What follows belongs to an exercise in optimizing a design on an open flow for small area and a short achievable clock period; a production flow would make more cautious choices.
In this exercise RTL edits were held to simulation tests only and were not proved equivalent to the original.
Power figures rest on the tool's default switching activity, not on a simulated workload.

--- flow/flow/run.sh ---
#!/bin/bash
# The standard layout (standard.sh, all ORFS steps from synthesis to
# finish), with buf_2 as the port buffer instead of buffer_ports' default
# delay buffer. Every input and output port still gets its own buffer.
set -euo pipefail
export BUFFER_PORTS_ARGS="-buffer_cell sky130_fd_sc_hd__buf_2"
bash standard.sh finish > standard_run.log 2>&1
--- flow/standard.sh ---
#!/bin/bash
# synth_recipe.tcl (not shown) runs the flow's synth.tcl, then flattens the netlist and writes it again
# the make line also repeats each setting of config.mk as NAME=value (left out here)
make -C /OpenROAD-flow-scripts/flow DESIGN_CONFIG=/design/flow/config.mk WORK_HOME=/design/flow/orfs CLKGATE_MAP_FILE= SYNTH_SCRIPT=/design/flow/synth_recipe.tcl "${@:-finish}"
--- flow/config.mk ---
export PLATFORM = sky130hd
export DESIGN_NAME = intra_recon_top
export DESIGN_NICKNAME = intra_recon_top
export VERILOG_FILES = /design/flow/design.v
export SDC_FILE = /design/flow/constraint.sdc
export NUM_CORES = 4
export LEC_CHECK = 0
export CAP_MARGIN = 20
export CORE_MARGIN = 2
export CORE_UTILIZATION = 40
export CTS_CLUSTER_DIAMETER = 100
export CTS_CLUSTER_SIZE = 20
export SETUP_SLACK_MARGIN = 2.4
export SLEW_MARGIN = 20
--- flow/constraint.sdc ---
create_clock -name core_clock -period 5.2 [get_ports {clk}]
set_input_delay 1.0400 -clock core_clock [delete_from_list [all_inputs] [get_ports {clk}]]
set_output_delay 1.0400 -clock core_clock [all_outputs]
set_load 0.01 [all_outputs]
--- flow/design.v ---
package intra_geom_pkg;
	localparam int TB_SIZE = 4;
	localparam int NUM_SAMPLES = TB_SIZE * TB_SIZE;
	localparam int DEFAULT_BIT_DEPTH = 8;
	localparam int PRED_LATENCY = 2;
	localparam int TOTAL_LATENCY = PRED_LATENCY + 1;
endpackage
package intra_mode_pkg;
	typedef logic [5:0] mode_t;  
	localparam mode_t MODE_PLANAR = 6'd0;
	localparam mode_t MODE_DC     = 6'd1;
	localparam mode_t MODE_HOR    = 6'd10;
	localparam mode_t MODE_VER    = 6'd26;
	typedef logic [1:0] pred_kind_t;
	localparam pred_kind_t PK_PLANAR = 2'd0;
	localparam pred_kind_t PK_DC     = 2'd1;
	localparam pred_kind_t PK_HOR    = 2'd2;
	localparam pred_kind_t PK_VER    = 2'd3;
	function automatic pred_kind_t classify_mode(input mode_t mode);
		case (mode)
			intra_mode_pkg::MODE_PLANAR: classify_mode = intra_mode_pkg::PK_PLANAR;
			intra_mode_pkg::MODE_DC:     classify_mode = intra_mode_pkg::PK_DC;
			intra_mode_pkg::MODE_HOR:    classify_mode = intra_mode_pkg::PK_HOR;
			intra_mode_pkg::MODE_VER:    classify_mode = intra_mode_pkg::PK_VER;
			default:     classify_mode = intra_mode_pkg::PK_DC;
		endcase
	endfunction
endpackage
`timescale 1ns/1ps
module sample_delay #(
	parameter int  DEPTH = 2,
	parameter int  WIDTH = 1
) (
	input  logic clk,
	input  logic arst_n,
	input  logic i_valid,
	input  logic [WIDTH-1:0] i_data,
	output logic o_valid,
	output logic [WIDTH-1:0] o_data
);
	logic [DEPTH-1:0] vld;
	logic [WIDTH-1:0] data_q [DEPTH];
	always_ff @(posedge clk or negedge arst_n) begin
		if (!arst_n) begin
			vld <= '0;
		end else begin
			vld[0] <= i_valid;
			for (int k = 1; k < DEPTH; k++)
				vld[k] <= vld[k-1];
		end
	end
	always_ff @(posedge clk) begin
		if (i_valid)
			data_q[0] <= i_data;
		for (int k = 1; k < DEPTH; k++) begin
			if (vld[k-1])
				data_q[k] <= data_q[k-1];
		end
	end
	assign o_valid = vld[DEPTH-1];
	assign o_data  = data_q[DEPTH-1];
endmodule
`timescale 1ns/1ps
module intra_pred_4x4 #(
	parameter int BIT_DEPTH = intra_geom_pkg::DEFAULT_BIT_DEPTH
) (
	input  logic                                             clk,
	input  logic                                             arst_n,
	input  logic                                             i_valid,
	input  intra_mode_pkg::mode_t                            i_mode,
	input  logic [intra_geom_pkg::TB_SIZE*BIT_DEPTH-1:0]     i_above,
	input  logic [intra_geom_pkg::TB_SIZE*BIT_DEPTH-1:0]     i_left,
	input  logic [BIT_DEPTH-1:0]                             i_top_right,
	input  logic [BIT_DEPTH-1:0]                             i_bottom_left,
	output logic                                             o_pred_valid,
	output logic [intra_geom_pkg::NUM_SAMPLES*BIT_DEPTH-1:0] o_pred
);
	localparam int SUM_W = BIT_DEPTH + 3;
	localparam int SHIFT = $clog2(intra_geom_pkg::TB_SIZE) + 1;  
	logic [SUM_W-1:0] dc_sum;
	logic                           s1_valid;
	intra_mode_pkg::pred_kind_t                     s1_kind;
	logic [intra_geom_pkg::TB_SIZE*BIT_DEPTH-1:0]   s1_above;
	logic [intra_geom_pkg::TB_SIZE*BIT_DEPTH-1:0]   s1_left;
	logic [BIT_DEPTH-1:0]           s1_top_right;
	logic [BIT_DEPTH-1:0]           s1_bottom_left;
	logic [BIT_DEPTH-1:0]           s1_dc;
	logic [intra_geom_pkg::NUM_SAMPLES*BIT_DEPTH-1:0] pred_next;
	always_comb begin
		dc_sum = SUM_W'(intra_geom_pkg::TB_SIZE);
		for (int i = 0; i < intra_geom_pkg::TB_SIZE; i++) begin
			dc_sum = dc_sum + SUM_W'(i_above[i*BIT_DEPTH +: BIT_DEPTH])
				+ SUM_W'(i_left[i*BIT_DEPTH +: BIT_DEPTH]);
		end
	end
	always_ff @(posedge clk or negedge arst_n) begin
		if (!arst_n) begin
			s1_valid <= 1'b0;
		end else begin
			s1_valid <= i_valid;
		end
	end
	always_ff @(posedge clk) begin
		if (i_valid) begin
			s1_kind        <= intra_mode_pkg::classify_mode(i_mode);
			s1_above       <= i_above;
			s1_left        <= i_left;
			s1_top_right   <= i_top_right;
			s1_bottom_left <= i_bottom_left;
			s1_dc          <= dc_sum[SHIFT +: BIT_DEPTH];
		end
	end
	for (genvar y = 0; y < intra_geom_pkg::TB_SIZE; y++) begin : g_row
		for (genvar x = 0; x < intra_geom_pkg::TB_SIZE; x++) begin : g_col
			logic [SUM_W-1:0]     plan_sum;
			logic [BIT_DEPTH-1:0] above_x;
			logic [BIT_DEPTH-1:0] left_y;
			logic [BIT_DEPTH-1:0] smp;
			assign above_x = s1_above[x*BIT_DEPTH +: BIT_DEPTH];
			assign left_y  = s1_left[y*BIT_DEPTH +: BIT_DEPTH];
			assign plan_sum = SUM_W'(intra_geom_pkg::TB_SIZE - 1 - x) * left_y
				+ SUM_W'(x + 1) * s1_top_right
				+ SUM_W'(intra_geom_pkg::TB_SIZE - 1 - y) * above_x
				+ SUM_W'(y + 1) * s1_bottom_left
				+ SUM_W'(intra_geom_pkg::TB_SIZE);
			always_comb begin
				case (s1_kind)
					intra_mode_pkg::PK_PLANAR: smp = plan_sum[SHIFT +: BIT_DEPTH];
					intra_mode_pkg::PK_HOR:    smp = left_y;   
					intra_mode_pkg::PK_VER:    smp = above_x;  
					default:   smp = s1_dc;
				endcase
			end
			assign pred_next[(y*intra_geom_pkg::TB_SIZE + x)*BIT_DEPTH +: BIT_DEPTH] = smp;
		end
	end
	always_ff @(posedge clk or negedge arst_n) begin
		if (!arst_n) begin
			o_pred_valid <= 1'b0;
		end else begin
			o_pred_valid <= s1_valid;
		end
	end
	always_ff @(posedge clk) begin
		if (s1_valid)
			o_pred <= pred_next;
	end
endmodule
`timescale 1ns/1ps
module recon_clip #(
	parameter int BIT_DEPTH = intra_geom_pkg::DEFAULT_BIT_DEPTH
) (
	input  logic                                                 clk,
	input  logic                                                 arst_n,
	input  logic                                                 i_valid,
	input  logic                                                 i_is_inter,
	input  logic [intra_geom_pkg::NUM_SAMPLES*BIT_DEPTH-1:0]     i_pred_intra,
	input  logic [intra_geom_pkg::NUM_SAMPLES*BIT_DEPTH-1:0]     i_pred_inter,
	input  logic [intra_geom_pkg::NUM_SAMPLES*(BIT_DEPTH+1)-1:0] i_residuals,
	output logic                                                 o_valid,
	output logic [intra_geom_pkg::NUM_SAMPLES*BIT_DEPTH-1:0]     o_recon
);
	localparam int RES_W = BIT_DEPTH + 1;
	localparam int SUM_W = BIT_DEPTH + 2;  
	logic [intra_geom_pkg::NUM_SAMPLES*BIT_DEPTH-1:0] recon_next;
	for (genvar idx = 0; idx < intra_geom_pkg::NUM_SAMPLES; idx++) begin : g_smp
		logic [BIT_DEPTH-1:0]    pred;
		logic signed [SUM_W-1:0] sum;
		logic [BIT_DEPTH-1:0]    rec;
		assign pred = i_is_inter ? i_pred_inter[idx*BIT_DEPTH +: BIT_DEPTH]
			: i_pred_intra[idx*BIT_DEPTH +: BIT_DEPTH];
		assign sum  = $signed({2'b00, pred})
			+ SUM_W'($signed(i_residuals[idx*RES_W +: RES_W]));
		always_comb begin
			if (sum[SUM_W-1])
				rec = '0;  
			else if (sum[BIT_DEPTH])
				rec = '1;  
			else
				rec = sum[BIT_DEPTH-1:0];
		end
		assign recon_next[idx*BIT_DEPTH +: BIT_DEPTH] = rec;
	end
	always_ff @(posedge clk or negedge arst_n) begin
		if (!arst_n) begin
			o_valid <= 1'b0;
			o_recon <= '0;
		end else begin
			o_valid <= i_valid;
			if (i_valid)
				o_recon <= recon_next;  
		end
	end
endmodule
`timescale 1ns/1ps
module intra_recon_top #(
	parameter int BIT_DEPTH = intra_geom_pkg::DEFAULT_BIT_DEPTH
) (
	input  logic                                                 clk,
	input  logic                                                 arst_n,
	input  logic                                                 i_valid,
	input  intra_mode_pkg::mode_t                                i_mode,
	input  logic                                                 i_is_inter,
	input  logic [intra_geom_pkg::TB_SIZE*BIT_DEPTH-1:0]         i_above,
	input  logic [intra_geom_pkg::TB_SIZE*BIT_DEPTH-1:0]         i_left,
	input  logic [BIT_DEPTH-1:0]                                 i_top_right,
	input  logic [BIT_DEPTH-1:0]                                 i_bottom_left,
	input  logic [intra_geom_pkg::NUM_SAMPLES*(BIT_DEPTH+1)-1:0] i_residuals,
	input  logic [intra_geom_pkg::NUM_SAMPLES*BIT_DEPTH-1:0]     i_pred_inter,
	output logic                                                 o_valid,
	output logic [intra_geom_pkg::NUM_SAMPLES*BIT_DEPTH-1:0]     o_recon
);
	localparam int N     = intra_geom_pkg::TB_SIZE;
	localparam int NS    = intra_geom_pkg::NUM_SAMPLES;
	localparam int BD    = BIT_DEPTH;
	localparam int RES_W = BD + 1;
	localparam int SUM_W = BD + 2;  
	localparam int PW    = BD + 3;  
	localparam int EW    = BD + 1;  
	localparam int TW    = BD + 2;  
	logic a_valid, b_valid;
	always_ff @(posedge clk or negedge arst_n) begin
		if (!arst_n) begin
			a_valid <= 1'b0;
			b_valid <= 1'b0;
			o_valid <= 1'b0;
		end else begin
			a_valid <= i_valid;
			b_valid <= a_valid;
			o_valid <= b_valid;
		end
	end
	localparam int OFF_ABOVE = 0;
	localparam int OFF_LEFT  = OFF_ABOVE + N*BD;
	localparam int OFF_TR    = OFF_LEFT + N*BD;
	localparam int OFF_BL    = OFF_TR + BD;
	localparam int OFF_U     = OFF_BL + BD;       
	localparam int OFF_W     = OFF_U + N*EW;      
	localparam int OFF_H0    = OFF_W + N*EW;      
	localparam int OFF_H2    = OFF_H0 + N*TW;     
	localparam int OFF_V0    = OFF_H2 + N*TW;     
	localparam int OFF_V2    = OFF_V0 + N*TW;     
	localparam int OFF_DC    = OFF_V2 + N*TW;     
	localparam int INTRA_W   = OFF_DC + 2*PW;
	localparam int SHARED_W  = NS*BD;
	logic [BD-1:0] in_a [N];
	logic [BD-1:0] in_l [N];
	for (genvar k = 0; k < N; k++) begin : g_unpack
		assign in_a[k] = i_above[k*BD +: BD];
		assign in_l[k] = i_left[k*BD +: BD];
	end
	logic [INTRA_W-1:0] intra_in;
	assign intra_in[OFF_ABOVE +: N*BD] = i_above;
	assign intra_in[OFF_LEFT +: N*BD]  = i_left;
	assign intra_in[OFF_TR +: BD]      = i_top_right;
	assign intra_in[OFF_BL +: BD]      = i_bottom_left;
	for (genvar k = 0; k < N; k++) begin : g_in
		assign intra_in[OFF_U + k*EW +: EW]  = EW'(in_l[k]) + EW'(i_top_right);
		assign intra_in[OFF_W + k*EW +: EW]  = EW'(in_a[k]) + EW'(i_bottom_left);
		assign intra_in[OFF_H0 + k*TW +: TW] = TW'(in_l[k]) + (TW'(in_l[k]) << 1) + TW'(i_top_right);
		assign intra_in[OFF_H2 + k*TW +: TW] = TW'(in_l[k]) + TW'(i_top_right) + (TW'(i_top_right) << 1);
		assign intra_in[OFF_V0 + k*TW +: TW] = TW'(in_a[k]) + (TW'(in_a[k]) << 1) + TW'(i_bottom_left);
		assign intra_in[OFF_V2 + k*TW +: TW] = TW'(in_a[k]) + TW'(i_bottom_left) + (TW'(i_bottom_left) << 1);
	end
	logic [PW-1:0] cs_in [8];
	for (genvar k = 0; k < N; k++) begin : g_cs_in
		assign cs_in[k]     = PW'(in_a[k]);
		assign cs_in[N + k] = PW'(in_l[k]);
	end
	logic [PW-1:0] s1, c1, s2, c2, s3, c3, s4, c4, s5, c5, s6, c6;
	assign s1 = cs_in[0] ^ cs_in[1] ^ cs_in[2];
	assign c1 = ((cs_in[0] & cs_in[1]) | (cs_in[0] & cs_in[2]) | (cs_in[1] & cs_in[2])) << 1;
	assign s2 = cs_in[3] ^ cs_in[4] ^ cs_in[5];
	assign c2 = ((cs_in[3] & cs_in[4]) | (cs_in[3] & cs_in[5]) | (cs_in[4] & cs_in[5])) << 1;
	assign s3 = s1 ^ c1 ^ s2;
	assign c3 = ((s1 & c1) | (s1 & s2) | (c1 & s2)) << 1;
	assign s4 = c2 ^ cs_in[6] ^ cs_in[7];
	assign c4 = ((c2 & cs_in[6]) | (c2 & cs_in[7]) | (cs_in[6] & cs_in[7])) << 1;
	assign s5 = s3 ^ c3 ^ s4;
	assign c5 = ((s3 & c3) | (s3 & s4) | (c3 & s4)) << 1;
	assign s6 = s5 ^ c5 ^ c4;
	assign c6 = ((s5 & c5) | (s5 & c4) | (c5 & c4)) << 1;
	assign intra_in[OFF_DC +: PW]      = s6;
	assign intra_in[OFF_DC + PW +: PW] = c6;
	logic                a_planar, a_dc, a_hor, a_ver, a_inter;
	logic [INTRA_W-1:0]  a_op;
	logic [NS*RES_W-1:0] a_res;
	always_ff @(posedge clk) begin
		a_inter  <= i_is_inter;
		a_planar <= !i_is_inter && (i_mode == intra_mode_pkg::MODE_PLANAR);
		a_hor    <= !i_is_inter && (i_mode == intra_mode_pkg::MODE_HOR);
		a_ver    <= !i_is_inter && (i_mode == intra_mode_pkg::MODE_VER);
		a_dc     <= !i_is_inter && (i_mode != intra_mode_pkg::MODE_PLANAR)
			&& (i_mode != intra_mode_pkg::MODE_HOR) && (i_mode != intra_mode_pkg::MODE_VER);
		a_op[SHARED_W-1:0]       <= i_is_inter ? i_pred_inter : intra_in[SHARED_W-1:0];
		a_op[INTRA_W-1:SHARED_W] <= intra_in[INTRA_W-1:SHARED_W];
		a_res <= i_residuals;
	end
	logic [PW-1:0] dc_sum;
	logic [BD:0]   dc;    
	assign dc_sum = a_op[OFF_DC +: PW] + a_op[OFF_DC + PW +: PW];
	assign dc = dc_sum[2 +: BD+1];
	logic [BD-1:0] tr, bl;
	assign tr = a_op[OFF_TR +: BD];
	assign bl = a_op[OFF_BL +: BD];
	logic [NS*(BD+1)-1:0] b_pred;  
	logic [NS*RES_W-1:0] b_res;
	for (genvar y = 0; y < N; y++) begin : g_row
		for (genvar x = 0; x < N; x++) begin : g_col
			localparam int I = y*N + x;
			logic [BD-1:0] above_x, left_y, inter_i;
			logic [BD:0]   p;
			logic [PW-1:0] h, v, plan;
			assign above_x = a_op[OFF_ABOVE + x*BD +: BD];
			assign left_y  = a_op[OFF_LEFT + y*BD +: BD];
			assign inter_i = a_op[I*BD +: BD];
			if (x == 0)      assign h = PW'(a_op[OFF_H0 + y*TW +: TW]);
			else if (x == 1) assign h = PW'(a_op[OFF_U + y*EW +: EW]) << 1;
			else if (x == 2) assign h = PW'(a_op[OFF_H2 + y*TW +: TW]);
			else             assign h = PW'(tr) << 2;
			if (y == 0)      assign v = PW'(a_op[OFF_V0 + x*TW +: TW]);
			else if (y == 1) assign v = PW'(a_op[OFF_W + x*EW +: EW]) << 1;
			else if (y == 2) assign v = PW'(a_op[OFF_V2 + x*TW +: TW]);
			else             assign v = PW'(bl) << 2;
			assign plan = h + v;
			always_comb begin
				p = '0;
				if (a_inter)  p = p | {inter_i, 1'b0};
				if (a_planar) p = p | plan[2 +: BD+1];
				if (a_hor)    p = p | {left_y, 1'b0};
				if (a_ver)    p = p | {above_x, 1'b0};
				if (a_dc)     p = p | dc;
			end
			always_ff @(posedge clk)
				b_pred[I*(BD+1) +: BD+1] <= p;
		end
	end
	always_ff @(posedge clk)
		b_res <= a_res;
	logic [NS*BD-1:0] recon_next;
	for (genvar i = 0; i < NS; i++) begin : g_clip
		logic signed [SUM_W:0] s2;   
		logic signed [SUM_W-1:0] s;
		assign s2 = $signed({2'b00, b_pred[i*(BD+1) +: BD+1]})
			+ $signed({b_res[i*RES_W +: RES_W], 1'b1});
		assign s  = s2[SUM_W:1];
		assign recon_next[i*BD +: BD] = s[SUM_W-1] ? '0 : (s[BD] ? '1 : s[BD-1:0]);
	end
	always_ff @(posedge clk or negedge arst_n) begin
		if (!arst_n)
			o_recon <= '0;
		else if (b_valid)
			o_recon <= recon_next;
	end
endmodule
==> results of run 1 <==
-- cell families (layout without fill, tap and decap cells) --
kind of cell / Yosys count / count (layout) / share of synthesized area, %
AO/OA/AOI/OAI: 1170 / 1170 / 17.2
AND/OR/NAND/NOR: 1002 / 1002 / 10.4
flip-flops: 878 / 878 / 39.6
adder cells (fa/ha/maj): 667 / 667 / 21.6
buffers and inverters: 502 / 1009 / 4.17
XOR/XNOR: 279 / 279 / 5.31
multiplexers: 73 / 73 / 1.76
other: 0 / 7 / 0
-- placed cells by master (no fill, tap or decap), types with 22 or more instances in the layout --
| master | netlist | layout |
|---|---|---|
| dfxtp_1 | 747 | 742 |
| buf_2 | 3 | 454 |
| ha_1 | 457 | 445 |
| inv_1 | 411 | 410 |
| nor2_1 | 288 | 288 |
| nand2_1 | 266 | 266 |
| a21oi_1 | 260 | 243 |
| xnor2_1 | 202 | 202 |
| fa_1 | 210 | 193 |
| o21ai_0 | 183 | 182 |
| dfrtp_1 | 131 | 130 |
| o22ai_1 | 123 | 123 |
| a21o_1 | 114 | 114 |
| nand3_1 | 97 | 96 |
| nor2b_1 | 90 | 90 |
| xor2_1 | 77 | 77 |
| nand2b_1 | 75 | 75 |
| nor3_1 | 74 | 74 |
| mux2_2 | 65 | 65 |
| o21a_1 | 58 | 58 |
| clkbuf_16 | 0 | 53 |
| o211ai_1 | 51 | 51 |
| o21bai_1 | 33 | 33 |
| buf_4 | 0 | 32 |
| a31oi_1 | 29 | 29 |
| a22oi_1 | 27 | 27 |
| or3_1 | 26 | 26 |
| a222oi_1 | 26 | 26 |
| a221o_1 | 22 | 22 |
-- layer usage --
metal  share of wire, %  track usage [%]
met5              0.036                0
met4                5.3             13.2
met2                 44             42.7
met3                8.1             5.55
met1                 43             36.8
-- area by class of cell --
cell class / instances / area, um2
fill: 11000 / 62100
clock buffer: 75 / 1420
inverter: 411 / 1550
multi-input combinational: 3191 / 26100
sequential: 878 / 18200
tap: 1512 / 1890
antenna: 7 / 17.5
clock inverter: 9 / 101
timing repair buffer: 514 / 2800
-- metrics by stage --
stage               cell area [um2]  total power [mW]  utilization, %
floorplan                     46200              18.9               -
CTS                           52000              28.4            45.5
finish                        52100              28.5            45.7
detailed placement            50400              24.0            44.2
global route                  52100              30.4            45.6
global placement              50400              23.9            44.2
-- report_power, final --
group	switching, mW	internal (mW)
Clock	2.41	1.96
Combinational	8.66	5.72
Sequential	1.19	8.60
Total	12.3	16.3
-- timing repair --
item / CTS / global route
buffers inserted: 0 / 0
setup endpoints to repair: 68 / 49
gates resized for setup: 26 / 42
pin swaps: 0 / 5
-- worst max-delay path, delay by kind of cell, from the launching register on --
family / cells / cell delay, ns
AOI/OAI and AO/OA: 4 / 1.59
adders and majority gates: 1 / 0.27
DFF: 1 / 0.33
and+or+nand+nor: 2 / 0.47
-- cells in the mapped netlist, types with 27 or more instances --
library cell  count  share of area [%]
a21o_1          114                1.9
a21oi_1         260                2.8
a22oi_1          27               0.44
a31oi_1          29               0.39
clkbuf_1         74               0.60
dfrtp_1         131                7.1
dfxtp_1         747                 32
fa_1            210                9.1
ha_1            457                 12
inv_1           411                3.4
mux2_2           65                1.6
nand2_1         266                2.2
nand2b_1         75                1.0
nand3_1          97                1.1
nor2_1          288                2.3
nor2b_1          90                1.2
nor3_1           74               0.80
o211ai_1         51               0.83
o21a_1           58               0.95
o21ai_0         183                2.0
o21bai_1         33               0.54
o22ai_1         123                1.7
o41ai_1          28               0.53
xnor2_1         202                3.8
xor2_1           77                1.5
-- flip-flops by register name, indices dropped and copies added (netlist names) --
| name | cells |
|---|---|
| o_valid | 1 |
| a_op | 310 |
| b_pred | 144 |
| b_res | 144 |
| a_ver | 1 |
| a_dc | 1 |
| o_recon | 128 |
| a_res | 144 |
| b_valid | 1 |
| a_valid | 1 |
| a_inter | 1 |
| a_planar | 1 |
| a_hor | 1 |
-- final timing paths --
path                                 from           end  cells past startpoint
worst min register to register  a_res[31]     b_res[31]                      0
max in group asynchronous          arst_n       b_valid                      2
worst max register to register  a_op[315]    b_pred[25]                      7
min in group asynchronous          arst_n  o_recon[108]                      1
worst max-delay path            a_op[315]    b_pred[25]                      7
worst min-delay path            a_res[31]     b_res[31]                      0
==> results.json, run 1 <==
{
  "cts-htree-levels": 2,
  "wl_per_cell_um": 25.1,
  "die_h_um": 343,
  "synth_seq_area_share_pct": 39.6,
  "cts_buffers": 52,
  "die_area_um2": 118000,
  "post-route-period-util_pct": 55.8,
  "rows": 124,
  "skew_ns": 0.0369,
  "core_um2": 114000,
  "r2r_slack_ns": 2.30,
  "critical_path_class": "flop to flop",
  "setup_slack_ns": 2.30,
  "timing.max_cap.violations": 0,
  "rsz0062_at_grt": "yes",
  "cts_root_buf": "clkbuf_16",
  "fin_nets": 6077,
  "syn-num-nets": 5600,
  "firstDrtPassIters": 8,
  "critPathSlowestCell": "a211oi_2",
  "vdd_drop_max_uv": 298,
  "cts_hold_buf": 0,
  "grt_start_max_net_pins": 101,
  "die_x_um": 343,
  "first_global_vias": 35100,
  "tritoncts": "yes",
  "clkTransAtPathRegs_ns": 0.09,
  "cts.sinks": 878,
  "drt-vias-per-instance": 5.50,
  "hpwl_mm": 132,
  "drt_iter0_drc": 3069,
  "dp.cells": 6506,
  "outcome": "complete, no violations",
  "max_slew_margin_pct": 35.9,
  "clockBufferDepth": 3,
  "cp-end-kind": "flop",
  "syn_inst": 4571,
  "synth_top_flop_cell": "dfxtp_1",
  "synth.avg_cell_area_um2": 10.1,
  "num_io_pins": 491,
  "portBuffers": 490,
  "drive_gt1_share_pct": 14.7,
  "postSynth.asyncResetShare_pct": 14.9,
  "yosys_warnings": 4,
  "critPathMaxFanout": 5,
  "wl_mm": 166,
  "globalplace.congestion": 0.971,
  "drc": 0,
  "arrival_ns": 3.34,
  "powerDensity_nw_per_um2": 548,
  "p_leak_nw": 23.8,
  "ys_seq_elements": 878,
  "timing.fmax_ghz": 0.345,
  "synth_edf_count": 0,
  "syn-cell-area_um2": 46000,
  "required_ns": 5.63,
  "min_period_ns": 2.90,
  "track_usage_pct": 27.6,
  "slowest_delay_ns": 0.79,
  "cp-start-kind": "flop",
  "whs_ns": 0.321,
  "drtAntennaViolNets": 0,
  "overflow": 0,
  "slew_violations": 0,
  "hold_path_class": "flop to flop",
  "hold_violations": 0,
  "pre_cts_slack_ns": 1.51,
  "area_delta_synth_final_pct": 13.3,
  "start_util_pct": 40.3,
  "insertion_delay_ns": 0.69,
  "max_slew.worst_pin.slew_ns": 0.960,
  "setup_violations": 0,
  "antenna_found_initial": 23,
  "finalNonFillerCells": 6597,
  "synth.distinct_cells": 75,
  "path_cells": "ha_1 > a21o_1 > nand4_1 > a31o_2 > and4_1 > a211oi_2 > o211ai_1",
  "grt_pass1_wl_mm": 235,
  "tns_ns": 0,
  "vias": 36300
}
==> run 2, diff against run 1 <==
--- a/flow/config.mk
+++ b/flow/config.mk
@@ -12,2 +12,3 @@
 export CTS_CLUSTER_SIZE = 20
+export PLACE_DENSITY = 0.9
 export SETUP_SLACK_MARGIN = 2.4
==> results.json, run 2 <==
{
  "outcome": "failed layout checks",
  "violatedChecks": "antenna rules",
  "first_global_vias": 36800,
  "start_util_pct": 40.3,
  "max_slew_margin_pct": 32.3,
  "arrival_ns": 3.28,
  "max_slew.worst_pin.slew_ns": 1.01,
  "powerDensity_nw_per_um2": 551,
  "pre_cts_slack_ns": 1.55,
  "timing.fmax_ghz": 0.354,
  "endpoint": "b_pred[25]",
  "die_area_um2": 118000,
  "hpwl_mm": 134,
  "rows": 124,
  "tns_ns": 0,
  "critical_path_class": "flop to flop",
  "drtAntennaViolNets": 1,
  "top_layer": "met5",
  "syn_inst": 4571,
  "area_delta_synth_final_pct": 13.4,
  "skew_ns": 0.0272,
  "finalNonFillerCells": 6619,
  "ys_seq_elements": 878,
  "drc": 0,
  "setup_violations": 0,
  "cts_setup_buffers": 0,
  "cp-start-kind": "flop",
  "cp-end-kind": "flop",
  "required_ns": 5.65,
  "wl_met3_mm": 18.3,
  "num_io_pins": 491,
  "finalPower_mw": 28.8,
  "timing.max_cap.violations": 0,
  "die_x_um": 343,
  "vias": 37900,
  "yosys_warnings": 4,
  "path_cells": "ha_1 > o21ai_0 > a31o_2 > a21oi_1 > a211oi_2 > o211ai_1",
  "track_usage_pct": 27.7,
  "wl_per_cell_um": 25.3,
  "antenna_found_initial": 34,
  "met1_length_mm": 64.8,
  "firstDrtPassIters": 11,
  "drt-vias-per-instance": 5.73,
  "largest_register_ffs": 310,
  "min_from": "a_res[5]",
  "drive_gt1_share_pct": 14.8,
  "drt_iter0_drc": 4219,
  "netlist_top_cells_area": "dfxtp_1 (32%), ha_1 (12%), fa_1 (9.1%), dfrtp_1 (7.1%), xnor2_1 (3.8%)",
  "met2_length_mm": 72.0,
  "dp.cells": 6513,
  "final_cell_mix": "dfxtp_1 (742), buf_2 (453), ha_1 (445)",
  "critical_path.top_delay_family": "compound AO/OA/AOI/OAI gates",
  "regMostFlops": "a_op",
  "die_h_um": 343,
  "timing.critical_path.buf_inv": 0,
  "synth_top_cell_by_area": "dfxtp_1",
  "synth_top_flop_cell": "dfxtp_1",
  "vdd_drop_max_uv": 279,
  "portBuffers": 490,
  "setup_slack_ns": 2.37,
  "hold_path_class": "flop to flop",
  "layout_commonest_cell": "dfxtp_1",
  "synthTopCellsByCount": "dfxtp_1 (747), ha_1 (457), inv_1 (411)",
  "cts_root_buf": "clkbuf_16",
  "wl_mm": 168,
  "syn-cell-area_um2": 46000,
  "grt_start_max_net_pins": 109,
  "postSynth.asyncResetShare_pct": 14.9,
  "critPathMaxFanout": 5,
  "rsz0062_at_grt": "no",
  "hold_violations": 0,
  "slew_violations": 0,
  "globalplace.congestion": 1.04,
  "whs_ns": 0.323,
  "startpoint": "a_op[319]",
  "critPathSlowestCell": "a211oi_2",
  "r2r_slack_ns": 2.37,
  "syn-num-nets": 5600,
  "synth.avg_cell_area_um2": 10.1,
  "fin_nets": 6084,
  "reg2reg_from": "a_op[319]",
  "crit_cells": 6,
  "insertion_delay_ns": 0.69,
  "tritoncts": "yes",
  "r2r_end": "b_pred[25]",
  "min_period_ns": 2.83,
  "synth_seq_area_share_pct": 39.6,
  "slowest_delay_ns": 0.80,
  "post-route-period-util_pct": 54.3,
  "overflow": 0,
  "grt_pass1_wl_mm": 239,
  "clkTransAtPathRegs_ns": 0.09,
  "clockBufferDepth": 3,
  "synth_most_common_cell": "dfxtp_1",
  "core_um2": 114000,
  "synth.distinct_cells": 75,
  "p_leak_nw": 23.8,
  "cts_buffers": 52,
  "cts-htree-levels": 2,
  "synth_edf_count": 0,
  "synth_top_area_share_pct": 32.5,
  "worst_r2r_path_depth": 6,
  "cts.sinks": 878
}
run 2: cell families (layout without fill, tap and decap cells):
| kind of cell | after synthesis | count (layout) | share of synthesized area [%] |
|---|---|---|---|
| AO/OA/AOI/OAI | 1170 | 1170 | 17.2 |
| AND/OR/NAND/NOR | 1002 | 1002 | 10.4 |
| flip-flops | 878 | 878 | 39.6 |
| adder cells (fa/ha/maj) | 667 | 667 | 21.6 |
| buffers and inverters | 502 | 1015 | 4.17 |
| XOR/XNOR | 279 | 279 | 5.31 |
| multiplexers | 73 | 73 | 1.76 |
| other | 0 | 23 | 0 |
run 2: layout make-up:
type | count | area [um2]
Antenna cell | 23 | 57.6
Clock buffer | 75 | 1420
Clock inverter | 8 | 88.8
Fill cell | 10500 | 62000
Inverter | 411 | 1540
Multi-Input combinational cell | 3191 | 26100
Sequential cell | 878 | 18200
Tap cell | 1512 | 1890
Timing Repair Buffer | 521 | 2840
run 2: stage by stage:
step | cell area (um2) | utilization, %
2_1_floorplan | 46200 | -
3_3_place_gp | 50500 | 44.2
3_5_place_dp | 50500 | 44.2
4_1_cts | 52000 | 45.6
5_1_grt | 52200 | 45.7
6_report | 52200 | 45.7
run 2: power by group:
group,leakage [nW],switching (mW),internal [mW]
registers,7.89,1.27,8.60
logic,15.2,8.78,5.79
clock network,0.729,2.43,1.92
total,23.8,12.5,16.3
run 2: layer usage:
metal | vias up | track usage [%]
li1 | 17100 | -
met1 | 18200 | 34.6
met2 | 2092 | 42.1
met3 | 531 | 8.14
met4 | 24 | 17.2
met5 | - | 0
run 2: repair_timing:
| item | 4_1_cts | 5_1_grt |
|---|---|---|
| setup endpoints to repair | 56 | 52 |
| pin swaps | 0 | 9 |
| gates resized for setup | 21 | 48 |
| hold buffers | 0 | 0 |
run 2: worst min-delay path by stage:
stage	endpoint	slack, ns	cells past startpoint
finish	b_res[5]	0.32	0
global route	b_res[119]	0.33	0
CTS	b_res[15]	0.32	0
detailed placement	b_res[108]	0.31	0
global placement	b_res[61]	0.31	0
floorplan	b_res[0]	0.31	0
run 2: worst reg2reg max path, stage by stage (launching register included):
cell and delay [ns]:
dfxtp_1 0.33, ha_1 0.35, o21ai_0 0.30, a31o_2 0.17, a21oi_1 0.23, a211oi_2 0.80, o211ai_1 0.40
==> run 3, diff against run 2 <==
--- a/flow/config.mk
+++ b/flow/config.mk
@@ -12,4 +12,3 @@
 export CTS_CLUSTER_SIZE = 20
-export PLACE_DENSITY = 0.9
-export SETUP_SLACK_MARGIN = 2.4
+export SETUP_SLACK_MARGIN = 2.6
 export SLEW_MARGIN = 20
==> results.json, run 3 <==
{
  "outcome": "complete, no violations",
  "cts_buffers": 55,
  "postSynth.asyncResetShare_pct": 14.9,
  "worst_r2r_path_depth": 6,
  "p_leak_nw": 24.1,
  "drtAntennaViolNets": 0,
  "firstDrtPassIters": 9,
  "timing.max_cap.violations": 0,
  "insertion_delay_ns": 0.71,
  "first_global_vias": 34700,
  "finalPower_mw": 29.1,
  "powerDensity_nw_per_um2": 550,
  "slowest_delay_ns": 0.65,
  "globalRouteMet2Util_pct": 44.0,
  "regMostFlops": "a_op",
  "cts.sinks": 878,
  "hold_violations": 0,
  "synth.avg_cell_area_um2": 10.1,
  "clockBufferDepth": 3,
  "die_h_um": 343,
  "post-route-period-util_pct": 51.7,
  "final_cell_mix": "dfxtp_1 (739), ha_1 (442), buf_2 (435)",
  "start_util_pct": 40.3,
  "globalplace.congestion": 0.978,
  "grtUsageMet1_pct": 37.3,
  "die_area_um2": 118000,
  "max_slew.worst_pin.slew_ns": 1.04,
  "critical_path_class": "flop to flop",
  "finalNonFillerCells": 6613,
  "grt_pass1_wl_mm": 236,
  "syn-num-nets": 5600,
  "r2r_slack_ns": 2.51,
  "syn-cell-area_um2": 46000,
  "synth_seq_area_share_pct": 39.6,
  "tritoncts": "yes",
  "setup_violations": 0,
  "portBuffers": 490,
  "tns_ns": 0,
  "yosys_warnings": 4,
  "core_um2": 114000,
  "vias": 36200,
  "reg2reg_from": "a_op[325]",
  "cp-end-kind": "flop",
  "critPathSlowestCell": "a21oi_1",
  "rows": 124,
  "clkTransAtPathRegs_ns": 0.09,
  "fin_util_pct": 46.3,
  "synth_top_cell_by_area": "dfxtp_1",
  "largest_register_ffs": 310,
  "critPathMaxFanout": 5,
  "p_sw_share_pct": 42.9,
  "setup_slack_ns": 2.51,
  "min_period_ns": 2.69,
  "clockPowerShare_pct": 16.2,
  "p_sw_mw": 12.5,
  "arrival_ns": 3.10,
  "min_from": "a_res[129]",
  "netlist_top_cells_area": "dfxtp_1 (32%), ha_1 (12%), fa_1 (9.1%), dfrtp_1 (7.1%), xnor2_1 (3.8%)",
  "drc": 0,
  "vdd_drop_max_uv": 298,
  "antenna_found_initial": 13,
  "overflow": 0,
  "max_slew_margin_pct": 29.5,
  "gr-max-usage-layer": "met2",
  "cp-start-kind": "flop",
  "pre_cts_slack_ns": 1.53,
  "synth.distinct_cells": 75,
  "gr-usage-met3_pct": 5.33,
  "num_io_pins": 491,
  "required_ns": 5.61,
  "timing.fmax_ghz": 0.372,
  "synth_top_area_share_pct": 32.5,
  "hold_path_class": "flop to flop",
  "comb_power_share_pct": 50.2,
  "pwr-share-seq_pct": 33.6,
  "ys_seq_elements": 878,
  "p_int_mw": 16.6,
  "cts_root_buf": "clkbuf_16",
  "drt_iter0_drc": 3333,
  "synth_top_flop_cell": "dfxtp_1",
  "drive_gt1_share_pct": 16.2,
  "synthTopCellsByCount": "dfxtp_1 (747), ha_1 (457), inv_1 (411)",
  "synth_most_common_cell": "dfxtp_1",
  "fin_nets": 6089,
  "skew_ns": 0.0310,
  "path_cells": "ha_2 > inv_1 > fa_2 > nor2b_1 > a21oi_1 > o2111ai_1",
  "hpwl_mm": 133,
  "grt_start_max_net_pins": 112,
  "die_x_um": 343,
  "min_to": "b_res[129]",
  "critical_path.top_delay_family": "compound AO/OA/AOI/OAI gates",
  "dp.cells": 6504,
  "wl_mm": 167,
  "wl_per_cell_um": 25.2,
  "holdPathStages": 0,
  "r2r_end": "b_pred[37]",
  "syn_inst": 4571,
  "layout_commonest_cell": "dfxtp_1",
  "drt-vias-per-instance": 5.47,
  "rsz0062_at_grt": "yes",
  "track_usage_pct": 27.8,
  "slew_violations": 0,
  "synth_edf_count": 0,
  "timing.critical_path.buf_inv": 1,
  "area_delta_synth_final_pct": 15.0,
  "cts-htree-levels": 2
}
run 3: cell counts after synthesis:
No cell type changed its count.
run 3: layer usage:
| layer | vias to the layer above | routed length, um |
|---|---|---|
| li1 | 17100 | - |
| met1 | 17400 | 70900 |
| met2 | 1438 | 74600 |
| met3 | 284 | 13700 |
| met4 | 8 | 7340 |
| met5 | - | 55 |
run 3: layout make-up:
class	count	area (um2)
fill	10900	61300
sequential	878	18200
multi-input combinational	3191	26300
antenna	4	10.0
clock inverter	16	201
clock buffer	78	1520
tap	1512	1890
timing repair buffer	523	3170
inverter	411	1540
run 3: kinds of logic (layout without fill, tap and decap cells):
kind of cell             Yosys count  in the layout  synth area share, %
AO/OA/AOI/OAI                   1170           1170                 17.2
XOR/XNOR                         279            279                 5.31
adder cells (fa/ha/maj)          667            667                 21.6
buffers and inverters            502           1028                 4.17
flip-flops                       878            878                 39.6
multiplexers                      73             73                 1.76
other                              0              4                    0
AND/OR/NAND/NOR                 1002           1002                 10.4
run 3: stage by stage:
| step | area (um2) | hold WS, ns |
|---|---|---|
| after floorplan | 46300 | 0.310 |
| after global placement | 50500 | 0.310 |
| after detailed placement | 50500 | 0.312 |
| after CTS | 52700 | 0.321 |
| after global routing | 52900 | 0.330 |
| final | 52900 | 0.322 |
run 3: power groups by stage:
| stage | sequential (mW) | combinational (mW) | clock [mW] |
|---|---|---|---|
| 5_1_grt | 9.95 | 15.9 | 5.04 |
| 3_3_place_gp | 9.95 | 14.0 | 0 |
| 6_report | 9.79 | 14.6 | 4.71 |
| 4_1_cts | 9.82 | 14.3 | 4.81 |
| 2_1_floorplan | 9.58 | 9.36 | 0 |
| 3_5_place_dp | 9.96 | 14.1 | 0 |
run 3: worst register-to-register path, stage by stage, from the launching register on:
cell and delay, ns:
dfxtp_1 0.34, ha_2 0.18, inv_1 0.06, fa_2 0.51
nor2b_1 0.13, a21oi_1 0.65, o2111ai_1 0.52
run 3: what timing repair did:
| action | in CTS | in global routing |
|---|---|---|
| endpoints found under the setup margin | 122 | 83 |
| gates resized for setup | 134 | 51 |
| hold buffers | 0 | 0 |
| buffers inserted | 6 | 5 |
| pin swaps | 21 | 11 |
run 3: worst max-delay path by stage:
stage,slack (ns),start,end,cells past startpoint
finish,2.51,a_op[325],b_pred[37],6
CTS,2.49,a_op[315],b_pred[124],7
detailed placement,1.53,i_top_right[2],a_op[190],9
global placement,1.57,i_top_right[2],a_op[220],9
global route,2.50,i_above[4],a_op[316],7
floorplan,2.01,i_left[11],a_op[315],6
==> run 4, diff against run 3 <==
--- a/flow/design.v
+++ b/flow/design.v
@@ -302,2 +302,4 @@
 	assign dc = dc_sum[2 +: BD+1];
+	logic [BD:0] dcg;    
+	assign dcg = dc & {(BD+1){a_dc}};
 	logic [BD-1:0] tr, bl;
@@ -325,10 +327,11 @@
 			assign plan = h + v;
+			logic [BD:0] p_early, p_late;
 			always_comb begin
-				p = '0;
-				if (a_inter)  p = p | {inter_i, 1'b0};
-				if (a_planar) p = p | plan[2 +: BD+1];
-				if (a_hor)    p = p | {left_y, 1'b0};
-				if (a_ver)    p = p | {above_x, 1'b0};
-				if (a_dc)     p = p | dc;
+				p_early = '0;
+				if (a_inter)  p_early = p_early | {inter_i, 1'b0};
+				if (a_hor)    p_early = p_early | {left_y, 1'b0};
+				if (a_ver)    p_early = p_early | {above_x, 1'b0};
 			end
+			assign p_late = a_planar ? plan[2 +: BD+1] : dcg;
+			assign p = p_early | p_late;
 			always_ff @(posedge clk)
==> results.json, run 4 <==
{
  "tritoncts": "yes",
  "setup_slack_ns": 2.46,
  "powerDensity_nw_per_um2": 546,
  "globalplace.congestion": 1.00,
  "grt_pass1_wl_mm": 232,
  "syn_inst": 4521,
  "grt_start_max_net_pins": 103,
  "wl_mm": 164,
  "cts.sinks": 878,
  "drc": 0,
  "critPathSlowestCell": "fa_2",
  "netlist_top_cells_area": "dfxtp_1 (33%), ha_1 (12%), fa_1 (9.2%), dfrtp_1 (7.2%), xnor2_1 (4.1%)",
  "timing.critical_path.buf_inv": 5,
  "largest_register_ffs": 310,
  "synth_most_common_cell": "dfxtp_1",
  "num_io_pins": 491,
  "timing.max_cap.violations": 0,
  "cp-start-kind": "input pin",
  "hpwl_mm": 131,
  "post-route-period-util_pct": 52.6,
  "ys_seq_elements": 878,
  "p_leak_nw": 24.1,
  "vdd_drop_max_uv": 303,
  "postSynth.asyncResetShare_pct": 14.9,
  "hold_path_class": "input pin to async pin",
  "yosys_warnings": 4,
  "regMostFlops": "a_op",
  "cp-end-kind": "flop",
  "drive_gt1_share_pct": 17.5,
  "max_slew.worst_pin.slew_ns": 0.889,
  "skew_ns": 0.0518,
  "overflow": 0,
  "p_sw_share_pct": 43.0,
  "cts-htree-levels": 2,
  "slowest_delay_ns": 0.61,
  "path_cells": "buf_12 > inv_6 > fa_2 > inv_2 > fa_1 > inv_2 > fa_1 > inv_1 > fa_2",
  "tns_ns": 0,
  "syn-num-nets": 5550,
  "area_delta_synth_final_pct": 15.8,
  "outcome": "complete, no violations",
  "antenna_found_initial": 14,
  "insertion_delay_ns": 0.71,
  "synth.avg_cell_area_um2": 10.1,
  "die_area_um2": 117000,
  "synth_edf_count": 0,
  "drt_iter0_drc": 3526,
  "rows": 124,
  "multi_input_area_um2": 26300,
  "core_um2": 114000,
  "portBuffers": 490,
  "crit_cells": 9,
  "vias": 36300,
  "synth_top_area_share_pct": 32.7,
  "start_util_pct": 40.2,
  "arrival_ns": 3.40,
  "firstDrtPassIters": 9,
  "fillers": 10800,
  "track_usage_pct": 27.3,
  "synthTopCellsByCount": "dfxtp_1 (747), ha_1 (457), inv_1 (391)",
  "rsz0062_at_grt": "yes",
  "critical_path.top_delay_family": "adder cells",
  "p_int_mw": 16.5,
  "drt-vias-per-instance": 5.51,
  "clockPowerShare_pct": 14.9,
  "p_sw_mw": 12.5,
  "layout_commonest_cell": "dfxtp_1",
  "synth.distinct_cells": 71,
  "critPathMaxFanout": 2,
  "slew_violations": 0,
  "critical_path_class": "input pin to flop",
  "cts_root_buf": "clkbuf_16",
  "synth_top_flop_cell": "dfxtp_1",
  "synth_seq_area_share_pct": 39.8,
  "wl_per_cell_um": 24.9,
  "hold_violations": 0,
  "max_slew_margin_pct": 40.1,
  "synth_top_cell_by_area": "dfxtp_1",
  "first_global_vias": 34800,
  "syn-cell-area_um2": 45800,
  "die_x_um": 342,
  "fin_nets": 6067,
  "setup_violations": 0,
  "worst_r2r_path_depth": 7,
  "die_h_um": 342,
  "finalPower_mw": 29.0,
  "required_ns": 5.86,
  "timing.fmax_ghz": 0.366,
  "comb_power_share_pct": 51.1,
  "cts_buffers": 52,
  "clockBufferDepth": 3,
  "drtAntennaViolNets": 0,
  "ff_latch_area_um2": 18300,
  "pwr-share-seq_pct": 34.0,
  "pre_cts_slack_ns": 1.50,
  "min_period_ns": 2.74,
  "final_cell_mix": "dfxtp_1 (737), ha_1 (442), buf_2 (432)",
  "clkTransAtPathRegs_ns": 0.10
}
-- run 4: repair_timing --
action,CTS,global route
setup buffers,26,21
endpoints found under the hold margin,0,0
endpoints found under the setup margin,146,75
resized for setup,159,86
pin swaps,39,53
hold buffers,0,0
-- run 4: metal layers --
metal	global-route usage (%)	part of all wire [%]	wire [um]	up-vias
li1	-	-	-	17000
met1	38.1	44	71800	17400
met2	41.0	42	69500	1528
met3	4.96	8.4	13700	336
met4	12.5	5.3	8640	2
met5	0	0.0043	7	-
-- run 4: area by class of cell --
| class | count | share of cell area (%) |
|---|---|---|
| Multi-Input combinational cell | 3158 | 49.6 |
| Clock buffer | 73 | 2.62 |
| Sequential cell | 878 | 34.4 |
| Clock inverter | 11 | 0.227 |
| Antenna cell | 2 | 0.00944 |
| Timing Repair Buffer | 556 | 6.75 |
| Inverter | 392 | 2.85 |
| Tap cell | 1512 | 3.57 |
-- run 4: final timing paths --
check	startpoint	to	slack (ns)
setup / recovery	i_above[22]	a_op[318]	2.46
hold / removal	arst_n	o_recon[7]	0.22
max in group asynchronous	arst_n	o_recon[117]	3.97
hold reg to reg	a_res[119]	b_res[119]	0.32
min in group core_clock	a_res[119]	b_res[119]	0.32
setup reg to reg	a_op[315]	b_pred[93]	2.56
-- run 4: kinds of logic after synthesis --
group | Yosys count | share of synthesized area (%)
fa+ha+maj | 667 | 21.7
mux | 64 | 1.55
buf+inv | 485 | 4.07
simple gates | 939 | 9.69
xor+xnor | 298 | 5.70
flops | 878 | 39.8
compound gates | 1190 | 17.5
-- run 4: through the flow --
stage	cells	utilization (%)	hold slack (ns)	cell area, um2
6_report	6582	46.6	0.225	53000
5_1_grt	6581	46.6	0.224	53000
4_1_cts	6559	46.1	0.199	52600
3_5_place_dp	6449	44.2	0.312	50300
3_3_place_gp	6449	44.2	0.310	50300
2_1_floorplan	4521	-	0.310	46200
-- run 4: power groups by stage --
stage,clock [mW],combinational [mW],sequential (mW)
CTS,4.43,14.4,9.85
floorplan,0,9.59,9.59
detailed placement,0,14.1,10.0
global route,4.66,16.1,10.0
finish,4.33,14.8,9.85
global placement,0,14.0,9.99
-- run 4: worst reg2reg max path, cell delays in order, from the launching register on --
cell and delay (ns):
dfxtp_1 0.32, ha_1 0.29, a21o_1 0.18, a21oi_1 0.18, xor2_1 0.15, nor2_1 0.16, a21oi_1 0.63, o2111ai_1 0.45

==> separate check: timing with driven ports <==
The flow's constraints put no driver on any port. The routed layouts listed below were extracted and timed again, unchanged, in two steps.
Step 1 sets driving cells, clkbuf_16 on the clock port and buf_2 on the other inputs (assumed; they add their load-dependent delay and slew).
Step 2 times the ports against the registers' clock, not the clock port: input delays grow and output delays shrink by t, the midpoint of the rising clock arrivals with the driver on.
Three values: ideal, step 1, step 2; two values: the first two.
run	t (ns)	setup slack, ns	worst hold slack (ns)	clock arrival spread, ns	worst data-port slew with drivers (ns)
run 1	0.754	2.299 / 2.299 / 1.698	0.321 / 0.305 / 0.321	0.038 / 0.038	0.11
run 2	0.751	2.375 / 2.375 / 1.655	0.323 / 0.299 / 0.323	0.030 / 0.030	0.15
run 3	0.764	2.514 / 2.514 / 1.814	0.322 / 0.316 / 0.322	0.031 / 0.031	0.11
run 4	0.756	2.465 / 2.368 / 1.612	0.225 / 0.187 / 0.318	0.057 / 0.058	0.18
For run 4, which loses most, drivers alone change the setup slack by -0.097 ns; drivers and shift together by -0.853 ns.
